Context: an optimization exercise on an open-source flow, tuned for small area. The choices shown serve that exercise and are no tape-out recipe.
In this exercise RTL edits were held to simulation tests only and were not proved equivalent to the original.
Power is estimated from default activity; no workload was simulated.

<file path="flow/config.mk">
export PLATFORM = sky130hd
export DESIGN_NAME = p4_router_egress_demux
export DESIGN_NICKNAME = p4_router_egress_demux
export VERILOG_FILES = /design/flow/design.v
export SDC_FILE = /design/flow/constraint.sdc
export NUM_CORES = 4
export LEC_CHECK = 0
export CAP_MARGIN = 20
export CORE_AREA = 5 5 295 295
export DIE_AREA = 0 0 300 300
export SLEW_MARGIN = 20
</file>
<file path="flow/constraint.sdc">
create_clock -name core_clock -period 4.5 [get_ports {clk}]
set_input_delay 0.9000 -clock core_clock [delete_from_list [all_inputs] [get_ports {clk}]]
set_output_delay 0.9000 -clock core_clock [all_outputs]
set_load 0.01 [all_outputs]
</file>
<file path="flow/design.v">
module p4_egr_sat_cnt #(
  parameter int W = 48
) (
  input  logic         clk,
  input  logic         aresetn,
  input  logic         clear,
  input  logic         inc,
  output logic [W-1:0] cnt
);
  logic [W:0]   carry;
  logic [W-1:0] nxt;
  always_comb begin
    carry[0] = inc && !(&cnt);
    for (int i = 0; i < W; i++) begin
      nxt[i]     = cnt[i] ^ carry[i];
      carry[i+1] = carry[i] && cnt[i];
    end
  end
  always_ff @(posedge clk or negedge aresetn) begin
    if (!aresetn) cnt <= '0;
    else          cnt <= clear ? '0 : nxt;
  end
endmodule
module p4_router_egress_demux #(
  parameter int NUM_EGR_PHYS_PORTS = 4,
  parameter int DATA_BYTES         = 64,
  parameter int USER_WIDTH         = 8,
  parameter int EGR_COUNTERS_WIDTH = 16
) (
  input  logic                                                   clk,
  input  logic                                                   aresetn,
  input  logic                                                   egr_bus_tvalid,
  output logic                                                   egr_bus_tready,
  input  logic [DATA_BYTES*8-1:0]                                egr_bus_tdata,
  input  logic [DATA_BYTES-1:0]                                  egr_bus_tkeep,
  input  logic                                                   egr_bus_tlast,
  input  logic [USER_WIDTH-1:0]                                  egr_bus_tuser,
  output logic [NUM_EGR_PHYS_PORTS-1:0]                          egr_ports_tvalid,
  input  logic [NUM_EGR_PHYS_PORTS-1:0]                          egr_ports_tready,
  output logic [DATA_BYTES*8-1:0]                                egr_ports_tdata,
  output logic [DATA_BYTES-1:0]                                  egr_ports_tkeep,
  output logic                                                   egr_ports_tlast,
  input  logic [NUM_EGR_PHYS_PORTS-1:0]                          egr_phys_ports_enable,
  input  logic [NUM_EGR_PHYS_PORTS-1:0]                          egr_cnts_clear,
  output logic [NUM_EGR_PHYS_PORTS-1:0][EGR_COUNTERS_WIDTH-1:0]  egr_pkt_cnt,
  output logic [NUM_EGR_PHYS_PORTS-1:0][EGR_COUNTERS_WIDTH-1:0]  egr_drop_cnt
);
  localparam int N  = NUM_EGR_PHYS_PORTS;
  localparam int DB = DATA_BYTES * 8;
  localparam int DW = (N > 1) ? $clog2(N) : 1;
  localparam int PW = DB + DATA_BYTES + 1;    
  localparam logic [1:0] S_IDLE = 2'd0;
  localparam logic [1:0] S_FWD  = 2'd1;
  localparam logic [1:0] S_DROP = 2'd2;
  logic [1:0]    state, state_nxt;
  logic [DW-1:0] cur_dest;
  logic          tready_q;
  logic [PW-1:0] h_pl, s_pl, in_pl;
  logic [DW-1:0] s_dest;
  logic [N-1:0]  h_vld;           
  logic          h_full, s_full;  
  logic          bus_hs, sop_hs, sop_in_range, sop_en, push, pop;
  logic [DW-1:0] sop_dest, push_dest;
  logic [N-1:0]  pkt_inc, drop_inc;
  logic          ld_in, ld_s, ld_h;
  assign egr_bus_tready = tready_q;
  assign bus_hs         = egr_bus_tvalid && tready_q;
  assign sop_hs         = bus_hs && (state == S_IDLE);
  assign sop_in_range   = (egr_bus_tuser[USER_WIDTH-1:DW] == '0);
  assign sop_dest       = egr_bus_tuser[DW-1:0];
  assign sop_en         = egr_phys_ports_enable[sop_dest];
  assign push           = bus_hs && (((state == S_IDLE) && sop_in_range && sop_en) || (state == S_FWD));
  assign push_dest      = (state == S_IDLE) ? sop_dest : cur_dest;
  assign in_pl          = {egr_bus_tlast, egr_bus_tkeep, egr_bus_tdata};
  assign pop = |(h_vld & egr_ports_tready);
  assign egr_ports_tvalid = h_vld;
  assign {egr_ports_tlast, egr_ports_tkeep, egr_ports_tdata} = h_pl;
  always_comb begin
    for (int p = 0; p < N; p++) begin
      pkt_inc[p]  = h_vld[p] && egr_ports_tready[p] && egr_ports_tlast;
      drop_inc[p] = sop_hs && sop_in_range && !sop_en && (sop_dest == DW'(p));
    end
  end
  always_comb begin
    state_nxt = state;
    case (state)
      S_IDLE: if (sop_hs && !egr_bus_tlast) state_nxt = (sop_in_range && sop_en) ? S_FWD : S_DROP;
      S_FWD, S_DROP: if (bus_hs && egr_bus_tlast) state_nxt = S_IDLE;
      default: state_nxt = S_IDLE;
    endcase
  end
  always_ff @(posedge clk or negedge aresetn) begin
    if (!aresetn) begin
      state    <= S_IDLE;
      cur_dest <= '0;
    end else begin
      state <= state_nxt;
      if (state == S_IDLE && sop_hs && !egr_bus_tlast) cur_dest <= sop_dest;
    end
  end
  assign ld_in = !h_full || (pop && !s_full);
  assign ld_s  = pop && s_full;
  assign ld_h  = h_full && !pop;
  always_ff @(posedge clk) begin
    h_pl <= ({PW{ld_in}} & in_pl) | ({PW{ld_s}} & s_pl) | ({PW{ld_h}} & h_pl);
    if (!s_full) begin
      s_pl   <= in_pl;
      s_dest <= push_dest;
    end
  end
  logic [1:0] count_nxt;
  assign count_nxt = {1'b0, h_full} + {1'b0, s_full} + {1'b0, push} - {1'b0, pop};
  always_ff @(posedge clk or negedge aresetn) begin
    if (!aresetn) begin
      h_vld    <= '0;
      h_full   <= 1'b0;
      s_full   <= 1'b0;
      tready_q <= 1'b0;
    end else begin
      h_full   <= (count_nxt != 2'd0);
      s_full   <= (count_nxt == 2'd2);
      tready_q <= (state_nxt == S_DROP) || (count_nxt != 2'd2);
      if (ld_in) begin
        for (int p = 0; p < N; p++) h_vld[p] <= push && (push_dest == DW'(p));
      end else if (ld_s) begin
        for (int p = 0; p < N; p++) h_vld[p] <= (s_dest == DW'(p));
      end
    end
  end
  for (genvar p = 0; p < N; p++) begin : g_port
    p4_egr_sat_cnt #(.W(EGR_COUNTERS_WIDTH)) u_pkt_cnt (
      .clk(clk), .aresetn(aresetn), .clear(egr_cnts_clear[p]), .inc(pkt_inc[p]), .cnt(egr_pkt_cnt[p])
    );
    p4_egr_sat_cnt #(.W(EGR_COUNTERS_WIDTH)) u_drop_cnt (
      .clk(clk), .aresetn(aresetn), .clear(egr_cnts_clear[p]), .inc(drop_inc[p]), .cnt(egr_drop_cnt[p])
    );
  end
endmodule
</file>
<file path="flow/flow/run.sh">
#!/bin/bash
# The standard layout, with the smallest buffer on each port and no CTS dummy loads.
export BUFFER_PORTS_ARGS="-buffer_cell sky130_fd_sc_hd__buf_1"
export CTS_ARGS="-sink_clustering_enable -repair_clock_nets -dont_use_dummy_load -sink_clustering_size 30 -sink_clustering_max_diameter 60"
export PLACE_PINS_ARGS="-min_distance 1 -min_distance_in_tracks"
bash standard.sh > standard.log 2>&1
</file>
<file path="flow/standard.sh">
#!/bin/bash
# synth_recipe.tcl (not shown) runs the flow's synth.tcl, then flattens the netlist and writes it again
# the make line also repeats each setting of config.mk as NAME=value (left out here)
make -C /OpenROAD-flow-scripts/flow DESIGN_CONFIG=/design/flow/config.mk WORK_HOME=/design/flow/orfs CLKGATE_MAP_FILE= SYNTH_SCRIPT=/design/flow/synth_recipe.tcl "${@:-finish}"
</file>
==> flow_summary.yaml, run 1 <==
worst_setup_path:
  crit_type: "reg -> reg"
  critPathArrivalTime_ns: 4.73
  critPathLaunchType: "flip-flop"
  path_max_fanout: 5
  end_kind: "flip-flop"
  cp.required_ns: 4.99
clock_network:
  cts_tree: "yes"
  post_cts_buffers: 0
  root_buffer: "clkbuf_16"
  cts_buffers: 86
  cts_buffer_depth: 3
  clk_latency_ns: 0.67
  cts_hold_buf: 0
  htree_levels: 3
  clkTransAtPathRegs_ns: 0.08
  clock-sinks: 1295
  cts_resized: 0
synthesis:
  yosysWarnings: 2
  yosysUniqueCellTypes: 37
  seq_area_frac_synth_pct: 73.06
  synth.net_count: 3760
  syn_area_per_cell_um2: 14.62
  syn-cell-area_um2: 44370
  postSynthCellCount: 3034
  ys_ff_latch: 1295
global_route:
  grt_pass1_vias: 30740
  globalRouteOverflowTotal: 0
  grt_max_degree: 186
  antenna_found_initial: 99
  track_usage_pct: 31.09
  grt_pass1_wl_um: 207900
route:
  vias: 32430
  via_per_inst: 5.980
  postRouteWirelength_um: 148300
  wl_per_cell_um: 27.34
  drc: 0
  first_iter_violations: 5708
  detail-route-antenna-nets: 0
  dr.pass1.iters: 13
sta:
  clock.fmax_ghz: 0.2360
  hold_viol_final: 0
  setup_tns_ns: 0
  tightest_slew_ns: 1.002
  period_minus_slack_ns: 4.237
  slew_violations: 0
  finClkSkew_ns: 0.05655
  relSlewSlack_pct: 33.21
  min_period_over_period_pct: 94.15
  final-setup-viol-count: 0
  rsz0062_at_grt: "no"
run_status:
  status: "timing/DRC/antenna clean"
final_layout:
  design_area_um2: 52760
  drive_above_1_share_pct: 3.307
  layout.cells.non_filler: 5423
  fin_nets: 4992
  area_growth_pct: 18.91
  fillers: 6813
power_and_ir_drop:
  powerDensity_nw_per_um2: 755.4
  p_leak_nw: 22.74
  irDropWorstVdd_v: 0.0006475
hold_path:
  hold_class: "in -> async"
floorplanning:
  die_h_um: 300
  start_util_pct: 53.10
  core_um2: 83560
  die_w_um: 300
  io_pins: 1310
  num_rows: 106
  dieArea_um2: 90000
placement:
  place_congestion: 0.9330
  hpwlAfterDp_um: 105400
  placedCellCount: 5258
  placed_cell_area_um2: 50400
  port_buffers: 1309
job:
  drv_cap: 0
==> registers in the layout, indices dropped and copies added, names as in the netlist <==
name and flops:
tready_q 1, h_pl 577, h_vld 4, s_full 1
s_dest 2, s_pl 577, cur_dest 2, h_full 1
state 2, g_port.u_drop_cnt.cnt 64, g_port.u_pkt_cnt.cnt 64
==> power by group <==
part / internal (mW) / total, mW / switching, mW
clock: 3.38 / 7.06 / 3.68
combinational: 4.30 / 14.0 / 9.74
sequential: 16.9 / 18.8 / 1.85
total: 24.6 / 39.9 / 15.3
==> cells in the final DEF (no fill, tap or decap), types with 4 or more instances in the layout <==
cell type  count
buf_1       1308
nand4_1       32
edfxtp_1     579
nor4_1        11
buf_4         23
nand3_1        5
nor2b_1      120
a222oi_1     577
diode_2       79
buf_12        21
nor2_1        22
ha_1         124
nand2_1       10
xnor2_1        9
o32a_1         4
inv_1        582
a31oi_1        5
dfxtp_1      577
clkbuf_16     86
dfrtp_1      139
==> metal layers <==
| metal | part of all wire [%] | track usage, % | routed length, um |
|---|---|---|---|
| met1 | 35 | 36.52 | 51620 |
| met2 | 41 | 41.21 | 61150 |
| met3 | 14 | 17.16 | 21140 |
| met4 | 9.4 | 25.92 | 14010 |
| met5 | 0.25 | 0.1623 | 368 |
==> metrics by stage <==
stage	util, %	setup slack (ns)	hold slack (ns)	total power [mW]
final	63.14	0.2634	0.3845	39.85
after global routing	63.07	0.003814	0.3954	41.88
after CTS	62.89	0.1810	0.3936	39.77
after detailed placement	60.31	-0.3881	0.4593	32.73
after global placement	60.31	-0.3035	0.4565	32.54
after floorplan	-	-5.996	0.4450	26.81
==> area by class of cell <==
class | instances | area (um2) | area share (%)
repair buffers | 1352 | 5503 | 10.43
inverters | 583 | 2192 | 4.155
clock buffers | 86 | 2152 | 4.079
diodes | 79 | 197.7 | 0.3747
multi-input cells | 948 | 8945 | 16.95
well taps | 1080 | 1351 | 2.561
flip-flops and latches | 1295 | 32420 | 61.44
==> Yosys cell counts <==
| cell | count | share of area [%] |
|---|---|---|
| buf_6 | 1 | 0.025 |
| nor2_1 | 22 | 0.19 |
| a31oi_1 | 5 | 0.071 |
| and3_1 | 1 | 0.014 |
| inv_1 | 583 | 4.9 |
| mux4_2 | 1 | 0.051 |
| nor2b_1 | 120 | 1.7 |
| a222oi_1 | 577 | 13 |
| buf_1 | 12 | 0.10 |
| nand3_1 | 5 | 0.056 |
| nor3b_1 | 1 | 0.017 |
| o41ai_1 | 2 | 0.039 |
| nor4_1 | 11 | 0.16 |
| nor3_2 | 2 | 0.045 |
| dfxtp_1 | 577 | 26 |
| o32a_1 | 4 | 0.090 |
| and4_2 | 1 | 0.023 |
| and4b_1 | 1 | 0.023 |
| or4_4 | 1 | 0.025 |
| nand4b_1 | 2 | 0.039 |
| mux2i_1 | 2 | 0.045 |
| edfxtp_1 | 579 | 39 |
| a21oi_1 | 3 | 0.034 |
| a311o_1 | 1 | 0.023 |
| fa_1 | 1 | 0.045 |
| a22oi_1 | 2 | 0.034 |
| dfrtp_1 | 139 | 7.8 |
| or4b_4 | 1 | 0.031 |
| ha_1 | 125 | 3.5 |
| o21a_1 | 1 | 0.017 |
| xnor2_1 | 9 | 0.18 |
| nand2_1 | 10 | 0.085 |
| nand2b_1 | 4 | 0.056 |
| buf_2 | 53 | 0.60 |
| o21ai_0 | 1 | 0.011 |
| nand4_1 | 32 | 0.45 |
| clkbuf_1 | 142 | 1.2 |
==> critical path, cell delays in order (launching register included) <==
cell	delay (ns)
dfrtp_1	0.43
inv_1	0.06
ha_1	0.23
nor3b_4	0.16
nand2_1	0.09
or4_4	0.15
nor2_1	0.05
ha_1	0.18
ha_1	0.19
ha_1	0.18
ha_1	0.18
ha_1	0.18
ha_1	0.18
ha_1	0.18
ha_1	0.18
ha_1	0.18
ha_1	0.19
ha_1	0.19
ha_1	0.18
ha_1	0.18
ha_1	0.18
ha_1	0.19
xnor2_1	0.14
nor2_1	0.05
==> worst paths after layout <==
check,startpoint,endpoint,slack [ns],cells past startpoint
hold reg to reg,s_pl[566]$_DFFE_PN_,h_pl[566]$_DFF_P_,0.43,2
setup / recovery,state[0]$_DFF_PN0_,g_port[1].u_drop_cnt.cnt[15]$_DFF_PN0_,0.26,23
hold / removal,aresetn,g_port[3].u_drop_cnt.cnt[6]$_DFF_PN0_,0.38,1
max in group asynchronous,aresetn,g_port[1].u_drop_cnt.cnt[3]$_DFF_PN0_,3.11,2
min in group core_clock,s_pl[566]$_DFFE_PN_,h_pl[566]$_DFF_P_,0.43,2
setup reg to reg,state[0]$_DFF_PN0_,g_port[1].u_drop_cnt.cnt[15]$_DFF_PN0_,0.26,23
==> cell families after synthesis <==
logic type	synth area share (%)
multiplexers	0.09588
XOR/XNOR	0.1777
flip-flops	73.06
AO/OA/AOI/OAI	13.34
AND/OR/NAND/NOR	2.899
adder cells (fa/ha/maj)	3.570
buffers and inverters	6.858
==> run 2, diff against run 1 <==
==> flow/flow/run.sh (replaced) <==
#!/bin/bash
# The standard layout, with the smallest buffer on each port and no CTS dummy loads.
export BUFFER_PORTS_ARGS="-buffer_cell sky130_fd_sc_hd__buf_1"
export CTS_ARGS="-sink_clustering_enable -repair_clock_nets -dont_use_dummy_load"
bash standard.sh > standard.log 2>&1
--- a/flow/config.mk
+++ b/flow/config.mk
@@ -6,6 +6,6 @@
 export NUM_CORES = 4
 export LEC_CHECK = 0
 export CAP_MARGIN = 20
-export CORE_AREA = 5 5 295 295
-export DIE_AREA = 0 0 300 300
+export CORE_AREA = 5 5 285 285
+export DIE_AREA = 0 0 290 290
 export SLEW_MARGIN = 20
==> run 2 against run 1 <==
  * The run now fails in I/O pin placement (3_2_place_iop)
  * Synthesized cell count is the same
  * Synthesized area did not move
==> flow_summary.yaml, run 2 <==
synthesis:
  syn-cell-area_um2: 44370
  synth_top_area_share_pct: 39.19
  synth_flop_cell: "edfxtp_1"
  synth_edf_count: 579
  postSynthCellCount: 3034
  yosysUniqueCellTypes: 37
  yosysWarnings: 2
  yosysMostFrequentCell: "inv_1"
  yosysTopAreaCell: "edfxtp_1"
  synth_area_leaders: "edfxtp_1 39%, dfxtp_1 26%, a222oi_1 13%, dfrtp_1 7.8%, inv_1 4.9%"
  async_flop_share_pct: 10.73
  ys_ff_latch: 1295
  synth_commonest_cells: "583 x inv_1, 579 x edfxtp_1, 577 x a222oi_1, 577 x dfxtp_1, 142 x clkbuf_1"
  syn_area_per_cell_um2: 14.62
  synth.net_count: 3760
  seq_area_frac_synth_pct: 73.06
floorplanning:
  die_w_um: 290
  start_util_pct: 57.18
  num_rows: 102
  die_h_um: 290
run_status:
  stop_error: "[ERROR PPL-0024] Number of IO pins (1310) exceeds maximum number of available positions (1044). Increase the die perimeter from 1160.00um to 1781.60um."
  status: "stopped before the end"
  haltStage: "I/O pin placement (3_2_place_iop)"
-- run 2: logic make-up after synthesis --
kind of cell               count (synthesis)  synth area share (%)
and+or+nand+nor                          214                 2.899
DFF                                     1295                 73.06
buffers and inverters                    791                 6.858
muxes                                      3               0.09588
xor gates and xnor gates                   9                0.1777
adders and majority gates                126                 3.570
AOI/OAI and AO/OA                        596                 13.34
==> run 3, diff against run 2 <==
==> flow/flow/run.sh (replaced) <==
#!/bin/bash
# The standard layout, with the smallest buffer on each port and no CTS dummy loads.
export BUFFER_PORTS_ARGS="-buffer_cell sky130_fd_sc_hd__buf_1"
export CTS_ARGS="-sink_clustering_enable -repair_clock_nets -dont_use_dummy_load"
export PLACE_PINS_ARGS="-min_distance 1 -min_distance_in_tracks"
bash standard.sh > standard.log 2>&1
==> run 3 against run 2 <==
  * Now clean on timing, DRC and antenna
  * Synthesized area stayed put
  * Synthesized cell count stayed put
==> flow_summary.yaml, run 3 <==
floorplanning:
  io_pins: 1310
  die_h_um: 290
  num_rows: 102
  core_um2: 77590
  dieArea_um2: 84100
  start_util_pct: 57.18
  die_w_um: 290
route:
  drc: 0
  postRouteWirelength_um: 148500
  top_layer_used: "met5"
  wl_met2_um: 61450
  dr.pass1.iters: 17
  via_per_inst: 6.043
  first_iter_violations: 5401
  wl_per_cell_um: 27.26
  detail-route-antenna-nets: 0
  vias: 32930
  wl_met3_um: 22400
  met1_length_um: 50610
sta:
  relSlewSlack_pct: 34.44
  clock.fmax_ghz: 0.2324
  slew_violations: 0
  setup_tns_ns: 0
  final-setup-viol-count: 0
  finClkSkew_ns: 0.06568
  min_period_over_period_pct: 95.63
  hold_viol_final: 0
  period_minus_slack_ns: 4.303
  rsz0062_at_grt: "no"
  tightest_slew_ns: 0.9833
final_layout:
  multi_input_area_um2: 9049
  final_cell_mix: "1308 x buf_1, 580 x inv_1, 579 x edfxtp_1, 577 x a222oi_1, 577 x dfxtp_1"
  regArea_um2: 32420
  design_area_um2: 54010
  top_regs: "h_pl x577, s_pl x577"
  layout.cells.non_filler: 5449
  final_common_cell: "buf_1"
  fin_util_pct: 69.61
  fin_nets: 5046
  drive_above_1_share_pct: 4.910
  area_growth_pct: 21.74
  fillers: 5864
clock_network:
  clk_latency_ns: 0.71
  cts_buffers: 132
  root_buffer: "clkbuf_16"
  cts_hold_buf: 0
  cts_tree: "yes"
  clkTransAtPathRegs_ns: 0.06
  cts_buffer_depth: 3
  htree_levels: 4
  clock-sinks: 1295
hold_path:
  hold_class: "in -> async"
power_and_ir_drop:
  irDropWorstVdd_v: 0.0006927
  powerDensity_nw_per_um2: 777.4
  p_leak_nw: 23.29
synthesis:
  synth_flop_cell: "edfxtp_1"
  synth_edf_count: 579
  yosysTopAreaCell: "edfxtp_1"
  synth_mux_area_share_pct: 0.09588
  yosysMostFrequentCell: "inv_1"
  seq_area_frac_synth_pct: 73.06
  postSynthCellCount: 3034
  yosys.area_share.xor_xnor_pct: 0.1777
  synth_top_area_share_pct: 39.19
  yosysUniqueCellTypes: 37
  ys_ff_latch: 1295
  syn-cell-area_um2: 44370
  synth_commonest_cells: "583 x inv_1, 579 x edfxtp_1, 577 x a222oi_1, 577 x dfxtp_1, 142 x clkbuf_1"
  synth-adder-area-share_pct: 3.570
  synth.net_count: 3760
  syn_area_per_cell_um2: 14.62
  synth_top_family_by_area: "compound AO/OA/AOI/OAI gates"
  synth_area_leaders: "edfxtp_1 39%, dfxtp_1 26%, a222oi_1 13%, dfrtp_1 7.8%, inv_1 4.9%"
  synth-compound-area-share_pct: 13.34
  yosysWarnings: 2
  async_flop_share_pct: 10.73
  synth_simple_gate_area_share_pct: 2.899
global_route:
  grt_pass1_wl_um: 213500
  grt_max_degree: 149
  globalRouteOverflowTotal: 0
  track_usage_pct: 33.86
  grt_pass1_vias: 32020
  antenna_found_initial: 115
worst_setup_path:
  critPathLaunchType: "flip-flop"
  path_max_fanout: 3
  crit_type: "reg -> reg"
  end_kind: "flip-flop"
  critPathArrivalTime_ns: 4.85
  cp.required_ns: 5.05
job:
  drv_cap: 0
placement:
  hpwlAfterDp_um: 105700
  port_buffers: 1309
  placed_cell_area_um2: 50350
  place_congestion: 0.9371
  placedCellCount: 5223
run_status:
  status: "timing/DRC/antenna clean"
run 3: cells by family after synthesis:
logic type,Yosys count
muxes,3
xor gates and xnor gates,9
adders and majority gates,126
AOI/OAI and AO/OA,596
buffers and inverters,791
and+or+nand+nor,214
DFF,1295
run 3: worst paths after layout:
| path | startpoint | end | slack (ns) | cells after the start |
|---|---|---|---|---|
| max in group asynchronous | aresetn | h_full$_DFF_PN0_ | 3.34 | 2 |
| worst min register to register | s_pl[301]$_DFFE_PN_ | h_pl[301]$_DFF_P_ | 0.46 | 2 |
| worst min-delay path | aresetn | g_port[0].u_drop_cnt.cnt[14]$_DFF_PN0_ | 0.32 | 1 |
| worst max-delay path | state[1]$_DFF_PN0_ | g_port[0].u_drop_cnt.cnt[14]$_DFF_PN0_ | 0.20 | 22 |
| min in group core_clock | egr_bus_tkeep[18] | s_pl[530]$_DFFE_PN_ | 0.40 | 1 |
| worst max register to register | state[1]$_DFF_PN0_ | g_port[0].u_drop_cnt.cnt[14]$_DFF_PN0_ | 0.20 | 22 |
run 3: repair_timing:
item                       CTS  global route
resized for setup            0            26
setup buffers                0             3
hold endpoints to repair     0             0
setup endpoints to repair    0            11
run 3: metrics by stage:
step	hold slack (ns)	setup WS (ns)	power (mW)
after floorplan	0.4450	-5.996	26.81
after global placement	0.4556	-0.3840	32.38
after detailed placement	0.4593	-0.4384	32.64
after CTS	0.3093	0.07020	41.76
after global routing	0.3620	0.03808	43.97
final	0.3154	0.1966	41.99
run 3: cell type report:
cell class,count,area share [%]
Sequential cell,1295,60.01
Multi-Input combinational cell,948,16.75
Timing Repair Buffer,1360,10.23
Clock buffer,132,6.115
Inverter,583,4.058
Tap cell,1040,2.409
Antenna cell,91,0.4216
run 3: layer usage:
layer  up-vias  track usage [%]
met5         -            1.702
met4        70            29.06
met3       528            20.53
met2      2097            44.04
met1     15930            38.83
li1      14300                -
run 3: critical path, stage by stage, from the launching register on:
cell and delay [ns]:
dfrtp_1 0.41, inv_2 0.09, ha_4 0.16, nor3b_4 0.21, nand2_2 0.10, or4_4 0.60
nor3_4 0.19, ha_2 0.18, ha_1 0.13, ha_2 0.16, ha_2 0.16, ha_2 0.16
ha_2 0.17, ha_2 0.18, ha_4 0.13, ha_4 0.12, ha_4 0.13, ha_4 0.13
ha_4 0.12, ha_2 0.16, ha_2 0.15, ha_1 0.22, nor2b_1 0.13
run 3: power by group:
group / internal, mW / leakage [nW] / total (mW) / switching [mW]
Combinational: 4.32 / 8.97 / 14.1 / 9.79
Sequential: 16.9 / 12.7 / 18.8 / 1.85
Clock: 5.13 / 1.63 / 9.11 / 3.97
Total: 26.4 / 23.3 / 42.0 / 15.6
==> run 4, diff against run 3 <==
==> flow/flow/run.sh (replaced) <==
#!/bin/bash
# The standard layout, with the smallest buffer on each port and no CTS dummy loads.
export BUFFER_PORTS_ARGS="-buffer_cell sky130_fd_sc_hd__buf_1"
export CTS_ARGS="-sink_clustering_enable -repair_clock_nets -dont_use_dummy_load -sink_clustering_size 30 -sink_clustering_max_diameter 70"
export PLACE_PINS_ARGS="-min_distance 1 -min_distance_in_tracks"
bash standard.sh > standard.log 2>&1
==> run 4 against run 3 <==
  * Sequential share of layout area rose by 2.2 points
  * Clock power fell by 38%
  * Die area did not move
  * Hold slack improved by 0.058 ns
  * Sequential power barely moved
  * Sequential cell count did not move
==> flow_summary.yaml, run 4 <==
route:
  detail-route-antenna-nets: 0
  via_per_inst: 6.047
  top_layer_used: "met5"
  wl_per_cell_um: 27.55
  first_iter_violations: 5962
  drc: 0
  wl_met3_um: 21740
  vias: 32380
  postRouteWirelength_um: 147500
  met1_length_um: 51320
  dr.pass1.iters: 15
  wl_met2_um: 60900
synthesis:
  synth_area_leaders: "edfxtp_1 39%, dfxtp_1 26%, a222oi_1 13%, dfrtp_1 7.8%, inv_1 4.9%"
  syn-cell-area_um2: 44370
  yosysTopAreaCell: "edfxtp_1"
  synth_top_area_share_pct: 39.19
  yosysUniqueCellTypes: 37
  synth_commonest_cells: "583 x inv_1, 579 x edfxtp_1, 577 x a222oi_1, 577 x dfxtp_1, 142 x clkbuf_1"
  seq_area_frac_synth_pct: 73.06
  ys_ff_latch: 1295
  yosysWarnings: 2
  yosysMostFrequentCell: "inv_1"
  async_flop_share_pct: 10.73
  synth_edf_count: 579
  synth_flop_cell: "edfxtp_1"
  postSynthCellCount: 3034
  syn_area_per_cell_um2: 14.62
  synth.net_count: 3760
power_and_ir_drop:
  p_leak_nw: 22.36
  powerDensity_nw_per_um2: 738.1
  irDropWorstVdd_v: 0.0007505
worst_setup_path:
  crit_slowest_cell: "mux4_2"
  reg2reg_slack_ns: 0.19
  crit_start: "egr_bus_tuser[0]"
  r2r-start: "state[1]$_DFF_PN0_"
  crit_type: "in -> reg"
  critical_path.most_common_cell: "ha_2"
  critPathLaunchType: "primary input"
  end_kind: "flip-flop"
  cpLargestDelayFamily: "adder cells"
  critPathArrivalTime_ns: 4.82
  cp_slowest_stage_delay_ns: 0.58
  path_cells: "buf_1 > mux4_2 > or4_4 > nor3_4 > ha_2 > ha_1 > ha_2 > ha_2 > ha_2 > ha_2 > ha_4 > ha_4 > ha_4 > ha_4 > ha_4 > ha_4 > ha_2 > ha_2 > ha_1 > nor2b_1"
  path_max_fanout: 3
  cp.required_ns: 4.98
  cp_num_buf_inv: 1
floorplanning:
  start_util_pct: 57.18
  num_rows: 102
  dieArea_um2: 84100
  die_h_um: 290
  die_w_um: 290
  io_pins: 1310
  core_um2: 77590
global_route:
  globalRouteOverflowTotal: 0
  track_usage_pct: 33.20
  grt_max_degree: 149
  grt_pass1_vias: 31250
  grt_pass1_wl_um: 210500
  antenna_found_initial: 106
sta:
  relSlewSlack_pct: 34.39
  clock.fmax_ghz: 0.2306
  hold_viol_final: 0
  tightest_slew_ns: 0.9841
  finClkSkew_ns: 0.07845
  slew_violations: 0
  final-setup-viol-count: 0
  min_period_over_period_pct: 96.38
  period_minus_slack_ns: 4.337
  setup_tns_ns: 0
run_status:
  status: "timing/DRC/antenna clean"
final_layout:
  top_regs: "h_pl x577, s_pl x577"
  layout.cells.non_filler: 5355
  area_growth_pct: 17.38
  final_cell_mix: "1308 x buf_1, 580 x inv_1, 579 x edfxtp_1, 577 x a222oi_1, 577 x dfxtp_1"
  fin_nets: 4970
  final_common_cell: "buf_1"
  fin_util_pct: 67.11
  drive_above_1_share_pct: 3.206
  design_area_um2: 52080
placement:
  placedCellCount: 5223
  hpwlAfterDp_um: 105700
  place_congestion: 0.9371
  port_buffers: 1309
  placed_cell_area_um2: 50350
hold_path:
  hold_class: "in -> async"
clock_network:
  root_buffer: "clkbuf_16"
  clock-sinks: 1295
  cts_tree: "yes"
  clk_latency_ns: 0.69
  clkTransAtPathRegs_ns: 0.11
  cts_buffers: 56
  cts_hold_buf: 0
  htree_levels: 2
  cts_buffer_depth: 3
job:
  drv_cap: 0
==> run 4: per-layer routing <==
layer  up-vias  global-route usage (%)
li1      14090                       -
met1     15720                   38.98
met2      2008                   44.08
met3       499                   19.00
met4        70                   26.49
met5         -                   1.021
==> run 4: kinds of logic (layout without fill, tap and decap cells) <==
group / Yosys count / count (layout) / synth area share, %
xor+xnor: 9 / 9 / 0.1777
compound gates: 596 / 596 / 13.34
fa+ha+maj: 126 / 126 / 3.570
simple gates: 214 / 214 / 2.899
other cells: 0 / 73 / 0
buf+inv: 791 / 1999 / 6.858
flops: 1295 / 1295 / 73.06
mux: 3 / 3 / 0.09588
==> run 4: stage by stage <==
| step | total power, mW | hold WS, ns | setup slack [ns] |
|---|---|---|---|
| 5_1_grt | 40.34 | 0.3838 | -0.03772 |
| 6_report | 38.44 | 0.3735 | 0.1628 |
| 3_3_place_gp | 32.38 | 0.4556 | -0.3840 |
| 4_1_cts | 38.18 | 0.3680 | 0.02127 |
| 2_1_floorplan | 26.81 | 0.4450 | -5.996 |
| 3_5_place_dp | 32.64 | 0.4593 | -0.4384 |
==> run 4: worst paths after layout <==
path                                                               end  cells past startpoint
min in group core_clock                            s_pl[256]$_DFFE_PN_                      1
worst max register to register  g_port[0].u_drop_cnt.cnt[14]$_DFF_PN0_                     22
worst min register to register                        h_pl[48]$_DFF_P_                      2
worst min-delay path              g_port[0].u_pkt_cnt.cnt[5]$_DFF_PN0_                      1
worst max-delay path            g_port[0].u_drop_cnt.cnt[14]$_DFF_PN0_                     20
max in group asynchronous                      cur_dest[0]$_DFFE_PN0P_                      2
==> run 4: repair_timing <==
action | CTS | global route
endpoints found under the setup margin | 0 | 13
resized for setup | 0 | 27
setup buffers | 0 | 3
==> run 4: area by class of cell <==
class	instances	area (um2)
Sequential cell	1295	32420
Antenna cell	73	182.7
Tap cell	1040	1301
Multi-Input combinational cell	948	9059
Timing Repair Buffer	1360	5525
Inverter	583	2192
Fill cell	6093	25520
Clock buffer	56	1401
==> run 4: power breakdown <==
part	internal, mW	switching, mW	total [mW]
clock network	2.23	3.42	5.65
registers	16.9	1.83	18.7
logic	4.32	9.76	14.1
total	23.4	15.0	38.4
==> run 5, diff against run 4 <==
--- a/flow/config.mk
+++ b/flow/config.mk
@@ -6,6 +6,6 @@
 export NUM_CORES = 4
 export LEC_CHECK = 0
 export CAP_MARGIN = 20
-export CORE_AREA = 5 5 285 285
-export DIE_AREA = 0 0 290 290
+export CORE_AREA = 5 5 270 270
+export DIE_AREA = 0 0 275 275
 export SLEW_MARGIN = 20
==> run 5 against run 4 <==
  * Hold slack gained 0.0029 ns
  * Clock skew shrank 0.035 ns
  * Power shrank 0.23%
  * Combinational power is essentially flat
  * Final cell count shrank 1.7%
  * Non-clock buffer count shrank 7
  * Still clean on timing, DRC and antenna
  * Critical path type is now reg -> reg
  * Die area shrank 10%
  * Critical endpoint is now g_port[2].u_drop_cnt.cnt[14]$_DFF_PN0_
==> flow_summary.yaml, run 5 <==
synthesis:
  async_flop_share_pct: 10.73
  yosysWarnings: 2
  synth_top_family_by_area: "compound AO/OA/AOI/OAI gates"
  synth-adder-area-share_pct: 3.570
  yosysMostFrequentCell: "inv_1"
  syn_area_per_cell_um2: 14.62
  synth_mux_area_share_pct: 0.09588
  synth_area_leaders: "edfxtp_1 39%, dfxtp_1 26%, a222oi_1 13%, dfrtp_1 7.8%, inv_1 4.9%"
  syn-cell-area_um2: 44370
  synth_top_area_share_pct: 39.19
  yosys.area_share.xor_xnor_pct: 0.1777
  seq_area_frac_synth_pct: 73.06
  synth_commonest_cells: "583 x inv_1, 579 x edfxtp_1, 577 x a222oi_1, 577 x dfxtp_1, 142 x clkbuf_1"
  synth_flop_cell: "edfxtp_1"
  yosysTopAreaCell: "edfxtp_1"
  synth_edf_count: 579
  yosysUniqueCellTypes: 37
  synth.net_count: 3760
  postSynthCellCount: 3034
  synth-compound-area-share_pct: 13.34
  synth_simple_gate_area_share_pct: 2.899
  ys_ff_latch: 1295
floorplanning:
  num_rows: 97
  die_w_um: 275
  start_util_pct: 63.58
  die_h_um: 275
  dieArea_um2: 75630
  core_um2: 69790
  io_pins: 1310
placement:
  hpwlAfterDp_um: 104400
  placedCellCount: 5118
  placed_cell_area_um2: 50180
  place_congestion: 0.9475
  port_buffers: 1309
  place_ws_ns: -0.3733
clock_network:
  cts_tree: "yes"
  htree_levels: 2
  root_buffer: "clkbuf_16"
  cts_buffer_depth: 3
  cts_buffers: 54
  clkTransAtPathRegs_ns: 0.11
  clk_latency_ns: 0.66
  clock-sinks: 1295
route:
  dr.pass1.iters: 22
  detail-route-antenna-nets: 0
  first_iter_violations: 6606
  drc: 0
  via_per_inst: 6.253
  postRouteWirelength_um: 145900
  wl_per_cell_um: 27.73
  vias: 32910
sta:
  layout_setup_ws_ns: 0.3064
  final-setup-viol-count: 0
  hold_viol_final: 0
  slew_violations: 0
  period_minus_slack_ns: 4.194
  tightest_slew_ns: 1.038
  whs_ns: 0.3764
  clock.fmax_ghz: 0.2385
  relSlewSlack_pct: 30.77
  finClkSkew_ns: 0.04375
  min_period_over_period_pct: 93.19
final_layout:
  top_regs: "h_pl x577, s_pl x577"
  final_common_cell: "buf_1"
  final_cell_mix: "1307 x buf_1, 581 x inv_1, 579 x edfxtp_1, 577 x a222oi_1, 577 x dfxtp_1"
  fin_util_pct: 74.22
  drive_above_1_share_pct: 2.693
  fin_nets: 4961
  layout.cells.non_filler: 5263
  area_growth_pct: 16.74
  design_area_um2: 51790
worst_setup_path:
  critPathLaunchType: "flip-flop"
  path_max_fanout: 3
  cp_num_buf_inv: 0
  path_cells: "nand4_1 > nor4_1 > nor3_2 > ha_1 > ha_1 > ha_1 > ha_1 > ha_1 > ha_1 > ha_1 > ha_1 > ha_1 > ha_1 > ha_1 > ha_1 > ha_1 > ha_1 > ha_1 > nor2b_1"
  crit_type: "reg -> reg"
  critPathArrivalTime_ns: 4.69
  critical_path.most_common_cell: "ha_1"
  cp_slowest_stage_delay_ns: 0.50
  cp.required_ns: 5.00
  crit_slowest_cell: "nor4_1"
  cpLargestDelayFamily: "adder cells"
  end_kind: "flip-flop"
job:
  drv_cap: 0
global_route:
  globalRouteOverflowTotal: 0
  grt_pass1_wl_um: 205200
  antenna_found_initial: 122
  grt_pass1_vias: 31120
  grt_max_degree: 168
  track_usage_pct: 36.44
hold_path:
  hold_class: "in -> async"
power_and_ir_drop:
  powerDensity_nw_per_um2: 740.5
  p_leak_nw: 22.34
  irDropWorstVdd_v: 0.0007303
run_status:
  status: "timing/DRC/antenna clean"
run 5: cell counts after synthesis:
Identical to the previous run, type by type.
run 5: cell type report:
cell class,instances,area (um2)
repair buffers,1353,5474
diodes,90,225.2
well taps,940,1176
clock buffers,54,1351
fillers,4912,17990
inverters,583,2192
flip-flops and latches,1295,32420
multi-input cells,948,8957
run 5: repair_timing:
action                     CTS  global route
setup endpoints to repair    0             9
resized for setup            0             7
setup buffers                0             1
hold buffers                 0             0
run 5: worst paths after layout:
check                                                         end  slack [ns]  cells past startpoint                                    from
max in group asynchronous   g_port[0].u_drop_cnt.cnt[7]$_DFF_PN0_        3.18                      2                                 aresetn
max reg2reg                g_port[2].u_drop_cnt.cnt[14]$_DFF_PN0_        0.31                     19  g_port[2].u_drop_cnt.cnt[15]$_DFF_PN0_
min                         g_port[1].u_drop_cnt.cnt[0]$_DFF_PN0_        0.38                      1                                 aresetn
min in group core_clock                       s_pl[143]$_DFFE_PN_        0.44                      1                      egr_bus_tdata[143]
max                        g_port[2].u_drop_cnt.cnt[14]$_DFF_PN0_        0.31                     19  g_port[2].u_drop_cnt.cnt[15]$_DFF_PN0_
min reg2reg                                      h_pl[52]$_DFF_P_        0.45                      2                      s_pl[52]$_DFFE_PN_
run 5: metrics by stage:
step | TNS (ns) | total power [mW]
floorplan | -6358.86 | 26.81
global placement | -3.044 | 32.19
detailed placement | -3.739 | 32.55
CTS | 0 | 37.96
global route | -0.004418 | 40.23
finish | 0 | 38.35
run 5: routing by layer:
metal | share of wire (%) | global-route usage [%]
met4 | 8.9 | 27.79
met1 | 33 | 42.75
met3 | 16 | 22.08
met2 | 41 | 48.26
met5 | 0.38 | 0.6418
run 5: worst reg2reg max path: stages, from the launching register on:
cell     delay [ns]
dfrtp_1        0.41
nand4_1        0.13
nor4_1         0.50
nor3_2         0.08
ha_1           0.20
ha_1           0.18
ha_1           0.18
ha_1           0.18
ha_1           0.18
ha_1           0.19
ha_1           0.19
ha_1           0.18
ha_1           0.18
ha_1           0.18
ha_1           0.18
ha_1           0.18
ha_1           0.18
ha_1           0.18
ha_1           0.26
nor2b_1        0.13
run 5: power by group:
| group | switching, mW | internal [mW] |
|---|---|---|
| clock | 3.39 | 2.15 |
| combinational | 9.73 | 4.30 |
| sequential | 1.88 | 16.9 |
| total | 15.0 | 23.4 |
run 5: kinds of logic (layout without fill, tap and decap cells):
| logic type | count (synthesis) | after routing |
|---|---|---|
| and+or+nand+nor | 214 | 214 |
| DFF | 1295 | 1295 |
| adders and majority gates | 126 | 126 |
| xor gates and xnor gates | 9 | 9 |
| muxes | 3 | 3 |
| other | 0 | 90 |
| AOI/OAI and AO/OA | 596 | 596 |
| buffers and inverters | 791 | 1990 |

afterwards: timing with drivers on the ports:
The results above use ideal ports. As a check the final layouts listed here were re-extracted and re-timed, cells and wires unchanged. Step 1 assumes that a clkbuf_16 drives the clock port and a buf_2 every other input. Step 2, shift: input delay + t, output delay - t, t = (earliest + latest rising clock arrival at the registers) / 2. This alone moves slack from input paths to output paths. a / b / c = ideal ports / drivers / drivers and shift; a / b = the first two.
run | t, ns | setup slack, ns | worst setup path after step 2 | slew at the worst register clock pin (ns) | cell pins on the clock port's net
run 1 | 0.698 | 0.263 / 0.263 / -0.344 | input to register | 0.10 / 0.10 | 1
run 3 | 0.743 | 0.197 / 0.197 / -0.490 | input to register | 0.06 / 0.06 | 1
run 4 | 0.711 | 0.163 / 0.187 / -0.503 | input to register | 0.11 / 0.11 | 1
run 5 | 0.706 | 0.306 / 0.306 / -0.346 | input to register | 0.12 / 0.12 | 1
With both steps, setup timing fails in every run listed, where it was met with ideal ports. The setup slack of run 3, which loses most, moves by 0.000 ns with the drivers and by -0.687 ns with both steps.
